Background: an optimization exercise with open tools, aiming at small area and a short achievable clock period. Do not read the settings as production practice.
In this exercise RTL edits were held to simulation tests only and were not proved equivalent to the original.
Power is estimated from default activity; no workload was simulated.

Design rs_cluster, start of the top module:
module rs_cluster (
    input  logic         clk,
    input  logic         reset,
    input  logic         flush,
    input  logic         dispatch_valid,
    input  logic [1:0]   dispatch_unit,
    input  logic [5:0]   dispatch_ps1,
    input  logic         dispatch_ps1_valid,
    input  logic [5:0]   dispatch_ps2,
    input  logic         dispatch_ps2_valid,
    input  logic [5:0]   dispatch_pd,
    input  logic [4:0]   dispatch_rob_id,
    input  logic [3:0]   dispatch_op,
    input  logic [7:0]   dispatch_age,
    input  logic [3:0]   cdb_valid,
    input  logic [23:0]  cdb_pd,
    input  logic         alu_ready,
    input  logic         mul_ready,
    input  logic         div_ready,
    output logic         alu_issue_valid,
    output logic         mul_issue_valid,
    output logic         div_issue_valid,
    output logic [26:0]  alu_issue,
    output logic [26:0]  mul_issue,
    output logic [26:0]  div_issue,
    output logic         alu_full,
    output logic         mul_full,
    output logic         div_full
);
For scale: roughly 1400 cells after synthesis, ~290 flip-flops, roughly 160 I/O pins, roughly 16000 um2 of cells after synthesis.
Settings: LEC_CHECK=0, CAP_MARGIN=20, CORE_MARGIN=2, CORE_UTILIZATION=65, PLACE_DENSITY=0.9, SLEW_MARGIN=20; clock period 9.0 ns.
standard.sh (not shown) runs the stock make flow with config.mk's settings and CLKGATE_MAP_FILE= SYNTH_SCRIPT=/design/flow/synth_recipe.tcl, a recipe that flattens the netlist after the stock synthesis.
==> flow/flow/run.sh <==
#!/bin/bash
# The standard layout, with plain buf_1 cells as the port buffers, a clock
# tree without dummy loads and the ready/flush/issue_valid ports side by side.
set -euo pipefail
export GPL_KEEP_OVERFLOW=0
export SETUP_SLACK_MARGIN=5.15
export BUFFER_PORTS_ARGS="-buffer_cell sky130_fd_sc_hd__buf_1"
export CTS_ARGS="-sink_clustering_enable -repair_clock_nets -dont_use_dummy_load -sink_clustering_size 14 -sink_clustering_max_diameter 100 -buf_list {sky130_fd_sc_hd__clkbuf_8}"
export PRE_IO_PLACEMENT_TCL="$(pwd)/flow/io.tcl"
bash standard.sh > standard_flow.log 2>&1
==> flow/flow/io.tcl <==
# Keep the ports of the paths from inputs straight to outputs (unit ready and
# flush to issue_valid) next to each other.
set_io_pin_constraint -group -order -pin_names {alu_issue_valid alu_ready flush mul_ready mul_issue_valid div_ready div_issue_valid}
The starting point finished clean.
Edit:
--- a/flow/flow/run.sh
+++ b/flow/flow/run.sh
@@ -3,6 +3,4 @@
 # tree without dummy loads and the ready/flush/issue_valid ports side by side.
 set -euo pipefail
-export GPL_KEEP_OVERFLOW=0
-export SETUP_SLACK_MARGIN=5.15
 export BUFFER_PORTS_ARGS="-buffer_cell sky130_fd_sc_hd__buf_1"
 export CTS_ARGS="-sink_clustering_enable -repair_clock_nets -dont_use_dummy_load -sink_clustering_size 14 -sink_clustering_max_diameter 100 -buf_list {sky130_fd_sc_hd__clkbuf_8}"
--- a/flow/config.mk
+++ b/flow/config.mk
@@ -9,4 +9,5 @@
 export CORE_MARGIN = 2
 export CORE_UTILIZATION = 65
-export PLACE_DENSITY = 0.9
+export PLACE_DENSITY = 0.75
+export SETUP_SLACK_MARGIN = 5.0
 export SLEW_MARGIN = 20
After rerunning:
- The new run produced a clean layout
- global-route usage fell by 0.13 points
- synthesized area stays the same
- register-to-register slack gains 0.14 ns
- core utilization came out higher by 0.50 points
Edit:
==> flow/flow/run.sh (replaced) <==
#!/bin/bash
# The standard layout, with plain buf_1 cells as the port buffers, a clock
# tree without dummy loads and the ready/flush/issue_valid ports side by side.
set -euo pipefail
export BUFFER_PORTS_ARGS="-buffer_cell sky130_fd_sc_hd__buf_1"
export CTS_ARGS="-sink_clustering_enable -repair_clock_nets -dont_use_dummy_load -sink_clustering_size 12 -sink_clustering_max_diameter 80 -buf_list {sky130_fd_sc_hd__clkbuf_8}"
export PRE_IO_PLACEMENT_TCL="$(pwd)/flow/io.tcl"
bash standard.sh > standard_flow.log 2>&1
Result:
- register-to-register slack barely changes
- final area is about the same
- wire length rose by 0.53%
- via count hardly moves
- global-route usage is about the same
- worst hold slack hardly moves
- power went up by 1.3%
- critical path depth stays the same
- sequential share of layout area stays flat
- area after synthesis is unchanged
Edit:
==> flow/flow/run.sh (replaced) <==
#!/bin/bash
# The standard layout, with plain buf_1 cells as the port buffers, a clock
# tree without dummy loads and the ready/flush/issue_valid ports side by side.
set -euo pipefail
export GPL_KEEP_OVERFLOW=0
export SETUP_SLACK_MARGIN=5.15
export BUFFER_PORTS_ARGS="-buffer_cell sky130_fd_sc_hd__buf_1"
export CTS_ARGS="-sink_clustering_enable -repair_clock_nets -dont_use_dummy_load -sink_clustering_size 14 -sink_clustering_max_diameter 100 -buf_list {sky130_fd_sc_hd__clkbuf_8}"
export PRE_IO_PLACEMENT_TCL="$(pwd)/flow/io.tcl"
bash standard.sh > standard_flow.log 2>&1
--- a/flow/config.mk
+++ b/flow/config.mk
@@ -10,4 +10,3 @@
 export CORE_UTILIZATION = 65
 export PLACE_DENSITY = 0.75
-export SETUP_SLACK_MARGIN = 5.0
 export SLEW_MARGIN = 20
Result: Critical path depth is unchanged. Clock-buffer cell count is lower by 3. Design area decreases slightly. Non-clock buffer count came out lower by 42. Die area does not change. Global-route usage is lower by 0.18 points. Sequential cell count does not change. Sequential share of layout area came out higher by 0.54 points. Setup slack improves by 0.012 ns. Power went down slightly.

---

rs_cluster, a different RTL version from the one above (not shown whole).
Size: about 1400 cells after synthesis, roughly 290 flip-flops, roughly 16000 µm² of cells after synthesis.
clock: 9.0 ns
lec_check: 0
cap_margin: 20
core_margin: 2
core_utilization: 75
place_density: 0.85
setup_slack_margin: 5.0
slew_margin: 20
==> flow/flow/run.sh <==
#!/bin/bash
# The standard layout, with plain buf_1 cells as the port buffers, a clock
# tree without dummy loads and the ready/flush/issue_valid ports side by side.
set -euo pipefail
export BUFFER_PORTS_ARGS="-buffer_cell sky130_fd_sc_hd__buf_1"
export CTS_ARGS="-sink_clustering_enable -repair_clock_nets -dont_use_dummy_load -sink_clustering_size 24 -sink_clustering_max_diameter 150 -buf_list {sky130_fd_sc_hd__clkbuf_8 sky130_fd_sc_hd__clkbuf_16}"
export PRE_IO_PLACEMENT_TCL="$(pwd)/flow/io.tcl"
bash standard.sh > standard_flow.log 2>&1
Scripts as last shown in full above: flow/flow/io.tcl
The baseline finished with timing, DRC and antenna clean.
Next try:
==> flow/flow/run.sh (replaced) <==
#!/bin/bash
# The standard layout, with plain buf_1 cells as the port buffers and a clock
# tree without dummy loads.
set -euo pipefail
export BUFFER_PORTS_ARGS="-buffer_cell sky130_fd_sc_hd__buf_1"
export CTS_ARGS="-sink_clustering_enable -repair_clock_nets -dont_use_dummy_load -sink_clustering_size 24 -sink_clustering_max_diameter 150 -buf_list {sky130_fd_sc_hd__clkbuf_8 sky130_fd_sc_hd__clkbuf_16}"
bash standard.sh > standard_flow.log 2>&1
Settings changed: CORE_UTILIZATION 75 to 65, PLACE_DENSITY 0.85 to 0.75.
removed: flow/flow/io.tcl
Power is about the same; via count went down by a few percent; cell area went up slightly; clock power went up slightly; die area went up by about a fifth; wire length is about the same.
Next try:
==> flow/flow/run.sh (replaced) <==
#!/bin/bash
# The standard layout, with plain buf_1 cells as the port buffers, a clock
# tree without dummy loads and the ready/flush/issue_valid ports side by side.
set -euo pipefail
export BUFFER_PORTS_ARGS="-buffer_cell sky130_fd_sc_hd__buf_1"
export CTS_ARGS="-sink_clustering_enable -repair_clock_nets -dont_use_dummy_load -sink_clustering_size 24 -sink_clustering_max_diameter 150 -buf_list {sky130_fd_sc_hd__clkbuf_8 sky130_fd_sc_hd__clkbuf_16}"
export PRE_IO_PLACEMENT_TCL="$(pwd)/flow/io.tcl"
bash standard.sh > standard_flow.log 2>&1
==> flow/flow/io.tcl (new file) <==
# Keep the ports of the paths from inputs straight to outputs (unit ready and
# flush to issue_valid) next to each other.
set_io_pin_constraint -group -order -pin_names {alu_issue_valid alu_ready flush mul_ready mul_issue_valid div_ready div_issue_valid}
After rerunning:
- The new run finished clean
- cell area hardly moves
- die area stays the same
- worst setup slack gains 41 ps
- non-clock buffer count goes up by 4
- cell count barely changes
- via count barely changes
- hold slack improved by 18 ps
Next try:
Settings changed: CAP_MARGIN 20 to 0, SLEW_MARGIN 20 to 0.
After rerunning: Die area is unchanged. Wire length barely changes. Critical path depth stays the same. Utilization hardly moves. Synthesized area does not change. Flip-flop and latch count does not change. Via count stays flat. Cell count stays the same. Clock power hardly moves.

-- port drivers added, routing unchanged --
In the flow no input, the clock included, has a driving cell. The finished layouts below were timed again as built, in two steps.
Step 1 (the two cells are an assumption about what drives the block):
set clk [get_ports {clk}]
set_driving_cell -lib_cell sky130_fd_sc_hd__clkbuf_16 $clk
set_driving_cell -lib_cell sky130_fd_sc_hd__buf_2 [delete_from_list [all_inputs] $clk]
Step 2 also shifts input and output timing later by t, the mid clock arrival at the registers, as if the neighbouring blocks saw the same clock.
Three values: ideal ports, drivers, drivers and shift; two values: the first two.
run | t (ns) | setup slack, ns | worst setup path after step 2 | cell pins on the clock port's net
the first run of note 1 | 0.590 | 4.932 / 4.886 / 4.514 | input to register | 1
the second run of note 1 | 0.577 | 5.015 / 4.971 / 4.600 | input to register | 1
the third run of note 1 | 0.603 | 4.971 / 4.933 / 4.565 | input to register | 1
the fourth run of note 1 | 0.603 | 4.983 / 4.941 / 4.633 | input to register | 1
the first run of note 2 | 0.514 | 4.932 / 4.886 / 4.548 | input to register | 1
the second run of note 2 | 0.528 | 4.945 / 4.904 / 4.615 | input to register | 1
the third run of note 2 | 0.520 | 4.985 / 4.943 / 4.702 | input to register | 1
the fourth run of note 2 | 0.520 | 4.986 / 4.942 / 4.734 | input to register | 1
After both steps every run listed still meets setup and hold. The setup slack of the first run of note 1, which loses most, moves by -0.046 ns with the drivers and by -0.418 ns with both steps.
